Context: an optimization exercise on an open-source flow, tuned for small area. The choices shown serve that exercise and are no tape-out recipe.
In this exercise RTL edits were held to simulation tests only and were not proved equivalent to the original.
Power figures rest on the tool's default switching activity, not on a simulated workload.

## run 1
==> flow/design.v (excerpt) <==
module multicycle_datapath #(
  parameter int PC_W       = 9,
  parameter int INS_W      = 32,
  parameter int RF_ADDRESS = 5,
  parameter int DATA_W     = 64,
  parameter int DM_ADDRESS = 9,
  parameter int ALU_CC_W   = 4
) (
  input  logic                  clk,
  input  logic                  reset,
  output logic                  imem_req,
  output logic [PC_W-1:0]       imem_addr,
  input  logic                  imem_ready,
  input  logic [INS_W-1:0]      imem_rdata,
  output logic                  dmem_req,
  output logic                  dmem_we,
  output logic [DM_ADDRESS-1:0] dmem_addr,
  output logic [DATA_W-1:0]     dmem_wdata,
  input  logic                  dmem_ready,
  input  logic [DATA_W-1:0]     dmem_rdata,
  output logic                  retire,
  output logic                  illegal,
  output logic [PC_W-1:0]       pc_out
);
  localparam logic [3:0] S_CLEAR = 4'd0;   
  localparam logic [3:0] S_FETCH = 4'd1;   
  localparam logic [3:0] S_Q1    = 4'd2;   
  localparam logic [3:0] S_P1    = 4'd3;   
  localparam logic [3:0] S_Q2    = 4'd4;   
  localparam logic [3:0] S_P2    = 4'd5;   
  localparam logic [3:0] S_MEM   = 4'd6;   
  localparam logic [3:0] S_Q3    = 4'd7;   
  localparam logic [3:0] S_P3    = 4'd8;   
  localparam logic [3:0] S_RET   = 4'd9;   
  localparam logic [3:0] S_QU    = 4'd10;  
  localparam logic [3:0] S_PU    = 4'd11;  
  localparam logic [3:0] S_HALT  = 4'd12;  
  localparam logic [2:0] K_R    = 3'b011;
  localparam logic [2:0] K_ADDI = 3'b001;
  localparam logic [2:0] K_LD   = 3'b000;
  localparam logic [2:0] K_SD   = 3'b010;
  localparam logic [2:0] K_BEQ  = 3'b110;
  logic [3:0]  state_q;
  logic [6:0]  cnt_q;
  logic [8:1]  pc_q;
  logic [2:0]  kind_q;
  logic [4:0]  rs1_q, ra_q, rd_q;
  logic [6:0]  hi_q;
  logic [63:0] w_q;
  logic        c_q;
  logic [6:0] i_opc, i_f7;
  logic [2:0] i_f3;
  logic       i_legal, i_r;
  assign i_opc = imem_rdata[6:0];
  ...
export LEC_CHECK = 0
export ABC_AREA = 1
export CAP_MARGIN = 20
export CORE_MARGIN = 2
export CORE_UTILIZATION = 50
export SLEW_MARGIN = 20
create_clock -name core_clock -period 15.0 [get_ports {clk}]
standard.sh (not shown) runs the stock make flow with config.mk's settings and CLKGATE_MAP_FILE= SYNTH_SCRIPT=/design/flow/synth_recipe.tcl, a recipe that flattens the netlist after the stock synthesis.
==> flow/flow/run.sh <==
#!/bin/bash
# Standard ORFS layout (the standard.sh) with three changes:
#  - synthesis maps logic with an area-oriented ABC script (flow/abc_area.script);
#  - ports are buffered with buf_1;
#  - the clock tree uses clkbuf_4 leaves and no dummy loads.
set -euo pipefail
W=$(pwd)
export FLOW_ABC_SCRIPT=$W/flow/abc_area.script
export FLOW_SYNTH_TCL=$W/synth_recipe.tcl
export BUFFER_PORTS_ARGS="-buffer_cell sky130_fd_sc_hd__buf_1"
export CTS_ARGS="-sink_clustering_enable -repair_clock_nets -dont_use_dummy_load -buf_list sky130_fd_sc_hd__clkbuf_4 -root_buf sky130_fd_sc_hd__clkbuf_16 -sink_clustering_size 12 -sink_clustering_max_diameter 40"
sed "s#SYNTH_SCRIPT=[^ ]*synth_recipe.tcl#SYNTH_SCRIPT=$W/flow/synth_abc.tcl#" standard.sh > standard_abc.sh
grep -q "SYNTH_SCRIPT=$W/flow/synth_abc.tcl" standard_abc.sh
bash standard_abc.sh > standard_flow.log 2>&1
==> flow/flow/abc_area.script <==
strash
ifraig
dc2
strash
dc2
strash
dch -f
amap -m
topo
==> flow/flow/synth_abc.tcl <==
# The standard flow's synthesis script, with ABC's technology mapping run from the
# area-oriented script in flow/abc_area.script (no buffering or sizing).
proc abc {args} {
  set i [lsearch -exact $args -script]
  if {$i >= 0} { lset args [expr {$i + 1}] $::env(FLOW_ABC_SCRIPT) }
  puts "abc: mapping with $::env(FLOW_ABC_SCRIPT)"
  yosys abc {*}$args
}
source $::env(FLOW_SYNTH_TCL)
[inputs] run 2 vs run 1
# run 1
export LEC_CHECK = 0
export ABC_AREA = 1
export CAP_MARGIN = 20
export CORE_MARGIN = 2
export CORE_UTILIZATION = 50
export SLEW_MARGIN = 20
create_clock -name core_clock -period 15.0 [get_ports {clk}]
# run 2
export LEC_CHECK = 0
export ABC_AREA = 1
export CAP_MARGIN = 20
export CORE_MARGIN = 2
export CORE_UTILIZATION = 60
export SLEW_MARGIN = 20
create_clock -name core_clock -period 15.0 [get_ports {clk}]
==> flow/flow/abc_area.script <==
strash
ifraig
balance -l
resub -K 6 -l
rewrite -l
resub -K 6 -N 2 -l
refactor -l
resub -K 8 -l
balance -l
resub -K 8 -N 2 -l
rewrite -l
resub -K 10 -l
rewrite -z -l
resub -K 10 -N 2 -l
balance -l
resub -K 12 -l
refactor -z -l
resub -K 12 -N 2 -l
rewrite -z -l
balance -l
strash
dch -f
amap -m
topo
## What came out
Run 2 | stages: all done | timing, DRC, antenna: all pass. dmem_req as the timing endpoint of the critical path was reported by run 1, and w_q[63]$_DFFE_PP_ by run 2. Per the comparison of run 2 with run 1, pre-CTS setup slack up 0.039 ns; post-synthesis to final-layout area growth down 0.57 points; share of the synthesized area in compound gates (AO/OA/AOI/OAI) up 0.21 points; worst voltage drop across the vdd grid up about 16%. [run 2] fraction of the cycle the final worst path needs rose 2.2 points relative to run 1. reg2reg as the critical path class was reported by run 2, and reg2out by run 1. Cell area | run 2 vs run 1 | run 2 smaller.
The inputs of run 3 differ from those of run 2 as listed below.
# run 2
export LEC_CHECK = 0
export ABC_AREA = 1
export CAP_MARGIN = 20
export CORE_MARGIN = 2
export CORE_UTILIZATION = 60
export SLEW_MARGIN = 20
create_clock -name core_clock -period 15.0 [get_ports {clk}]
# run 3
export LEC_CHECK = 0
export ABC_AREA = 1
export CAP_MARGIN = 20
export CORE_MARGIN = 2
export CORE_UTILIZATION = 50
export SLEW_MARGIN = 20
create_clock -name core_clock -period 15.0 [get_ports {clk}]
-- flow/flow/run.sh --
<<< run 2, line 10
export BUFFER_PORTS_ARGS="-buffer_cell sky130_fd_sc_hd__buf_1"
export CTS_ARGS="-sink_clustering_enable -repair_clock_nets -dont_use_dummy_load -buf_list sky130_fd_sc_hd__clkbuf_4 -root_buf sky130_fd_sc_hd__clkbuf_16 -sink_clustering_size 12 -sink_clustering_max_diameter 40"
sed "s#SYNTH_SCRIPT=[^ ]*synth_recipe.tcl#SYNTH_SCRIPT=$W/flow/synth_abc.tcl#" standard.sh > standard_abc.sh
>>> run 3, line 10
export BUFFER_PORTS_ARGS="-buffer_cell sky130_fd_sc_hd__buf_1"
export CTS_ARGS="-sink_clustering_enable -repair_clock_nets -dont_use_dummy_load -buf_list sky130_fd_sc_hd__clkbuf_4 -root_buf sky130_fd_sc_hd__clkbuf_16 -sink_clustering_size 13 -sink_clustering_max_diameter 40"
sed "s#SYNTH_SCRIPT=[^ ]*synth_recipe.tcl#SYNTH_SCRIPT=$W/flow/synth_abc.tcl#" standard.sh > standard_abc.sh
==> flow/flow/abc_area.script <==
strash
ifraig
dc2
strash
dc2
strash
dch -f
amap -m
topo
==> run summary <==
Setup slack after placement delta (run 3 − run 2): unfavourable
[run 3] wire length of the first global-routing pass rose 1700 µm relative to run 2
Diff run 2 -> run 3: synthesized area per cell now smaller; largest net degree at the start of global routing now larger; minimum clock period now smaller; core utilization of the finished layout now smaller.
Diff run 2 -> run 3: final worst-path setup slack picked up an extra 0.32 ns; die area picked up an extra 20%.
Changes in run 4 relative to run 3:
# run 3
export LEC_CHECK = 0
export ABC_AREA = 1
export CAP_MARGIN = 20
export CORE_MARGIN = 2
export CORE_UTILIZATION = 50
export SLEW_MARGIN = 20
create_clock -name core_clock -period 15.0 [get_ports {clk}]
# run 4
export LEC_CHECK = 0
export ABC_AREA = 1
export CAP_MARGIN = 20
export CORE_MARGIN = 2
export CORE_UTILIZATION = 60
export SLEW_MARGIN = 20
create_clock -name core_clock -period 15.0 [get_ports {clk}]
--- outcome ---
Run 4 has completed all stages; timing, DRC and antenna checks passed.
Between run 3 and run 4, sequential share of power increased.
Cell count after placement (higher): run 3
In run 4, the share of the clock period used by the worst path came out 0.28 points below the value in run 3.
> inputs changed (run 4 -> run 5)
-- flow/flow/run.sh --
<<< run 4, line 10
export BUFFER_PORTS_ARGS="-buffer_cell sky130_fd_sc_hd__buf_1"
export CTS_ARGS="-sink_clustering_enable -repair_clock_nets -dont_use_dummy_load -buf_list sky130_fd_sc_hd__clkbuf_4 -root_buf sky130_fd_sc_hd__clkbuf_16 -sink_clustering_size 13 -sink_clustering_max_diameter 40"
sed "s#SYNTH_SCRIPT=[^ ]*synth_recipe.tcl#SYNTH_SCRIPT=$W/flow/synth_abc.tcl#" standard.sh > standard_abc.sh
>>> run 5, line 10
export BUFFER_PORTS_ARGS="-buffer_cell sky130_fd_sc_hd__buf_1"
export CTS_ARGS="-sink_clustering_enable -repair_clock_nets -dont_use_dummy_load -buf_list sky130_fd_sc_hd__clkbuf_8 -root_buf sky130_fd_sc_hd__clkbuf_16 -sink_clustering_size 22 -sink_clustering_max_diameter 50"
sed "s#SYNTH_SCRIPT=[^ ]*synth_recipe.tcl#SYNTH_SCRIPT=$W/flow/synth_abc.tcl#" standard.sh > standard_abc.sh
Results
Changes observed in run 5 relative to run 4: number of buffers created by CTS down 37%, achievable clock frequency barely changed, max-slew headroom at the worst pin about even, detailed-route wire length has decreased, fraction of the cycle the final worst path needs did not really move. The number of cells in the finished layout apart from fillers in run 5 sits about 1.9% below the value recorded for run 4. Run 5 vs run 4: average routed wire per standard cell up. Sequential group share of total power: run 5 vs run 4 down 1.4 points. From run 4 to run 5 the numbers moved as follows: count of inserted antenna diode cells decreased 3, peak ir drop on the vdd network moved up.
### run 5 -> run 6
-- flow/flow/run.sh --
<<< run 5, line 10
export BUFFER_PORTS_ARGS="-buffer_cell sky130_fd_sc_hd__buf_1"
export CTS_ARGS="-sink_clustering_enable -repair_clock_nets -dont_use_dummy_load -buf_list sky130_fd_sc_hd__clkbuf_8 -root_buf sky130_fd_sc_hd__clkbuf_16 -sink_clustering_size 22 -sink_clustering_max_diameter 50"
sed "s#SYNTH_SCRIPT=[^ ]*synth_recipe.tcl#SYNTH_SCRIPT=$W/flow/synth_abc.tcl#" standard.sh > standard_abc.sh
>>> run 6, line 10
export BUFFER_PORTS_ARGS="-buffer_cell sky130_fd_sc_hd__buf_1"
export CTS_ARGS="-sink_clustering_enable -repair_clock_nets -dont_use_dummy_load -buf_list sky130_fd_sc_hd__clkbuf_4 -root_buf sky130_fd_sc_hd__clkbuf_16 -sink_clustering_size 12 -sink_clustering_max_diameter 45"
sed "s#SYNTH_SCRIPT=[^ ]*synth_recipe.tcl#SYNTH_SCRIPT=$W/flow/synth_abc.tcl#" standard.sh > standard_abc.sh
==> flow/flow/abc_area.script <==
strash
ifraig
balance -l
resub -K 6 -l
rewrite -l
resub -K 6 -N 2 -l
refactor -l
resub -K 8 -l
balance -l
resub -K 8 -N 2 -l
rewrite -l
resub -K 10 -l
rewrite -z -l
resub -K 10 -N 2 -l
balance -l
resub -K 12 -l
refactor -z -l
resub -K 12 -N 2 -l
rewrite -z -l
balance -l
strash
dch -f
amap -m
topo
Results
Run 6 has less setup slack than run 5. From run 5 to run 6 the numbers moved as follows: final cell count saw an increase, data arrival time of the worst path moved up.

[separate check: timing with driven ports]
Ports are ideal in the flow. The routed layouts listed here were re-timed in OpenROAD.
Step 1 (the two cells are an assumption about what drives the block):
set clk [get_ports {clk}]
set_driving_cell -lib_cell sky130_fd_sc_hd__clkbuf_16 $clk
set_driving_cell -lib_cell sky130_fd_sc_hd__buf_2 [delete_from_list [all_inputs] $clk]
Step 2 times the ports against the registers' clock, not the clock port: input delays grow and output delays shrink by t, the midpoint of the rising clock arrivals with the driver on.
Three values: ideal ports, drivers, drivers and shift; two values: the first two.
| run | t (ns) | setup slack, ns | worst setup path after step 2 | slew at the worst register clock pin (ns) | worst data-port slew with drivers (ns) |
|---|---|---|---|---|---|
| run 1 | 0.783 | 9.773 / 9.709 / 9.412 | input to register | 0.12 / 0.12 | 0.08 |
| run 2 | 0.745 | 9.439 / 9.439 / 9.439 | register to register | 0.12 / 0.12 | 0.12 |
| run 3 | 0.783 | 9.755 / 9.691 / 9.405 | input to register | 0.13 / 0.13 | 0.08 |
| run 4 | 0.750 | 9.796 / 9.796 / 9.747 | input to register | 0.13 / 0.13 | 0.05 |
| run 5 | 0.659 | 9.786 / 9.786 / 9.772 | input to register | 0.12 / 0.12 | 0.05 |
| run 6 | 0.757 | 9.422 / 9.422 / 9.422 | register to register | 0.12 / 0.12 | 0.12 |
After both steps every run listed still meets setup and hold. The setup slack of run 1, which loses most, moves by -0.064 ns with the drivers and by -0.361 ns with both steps.
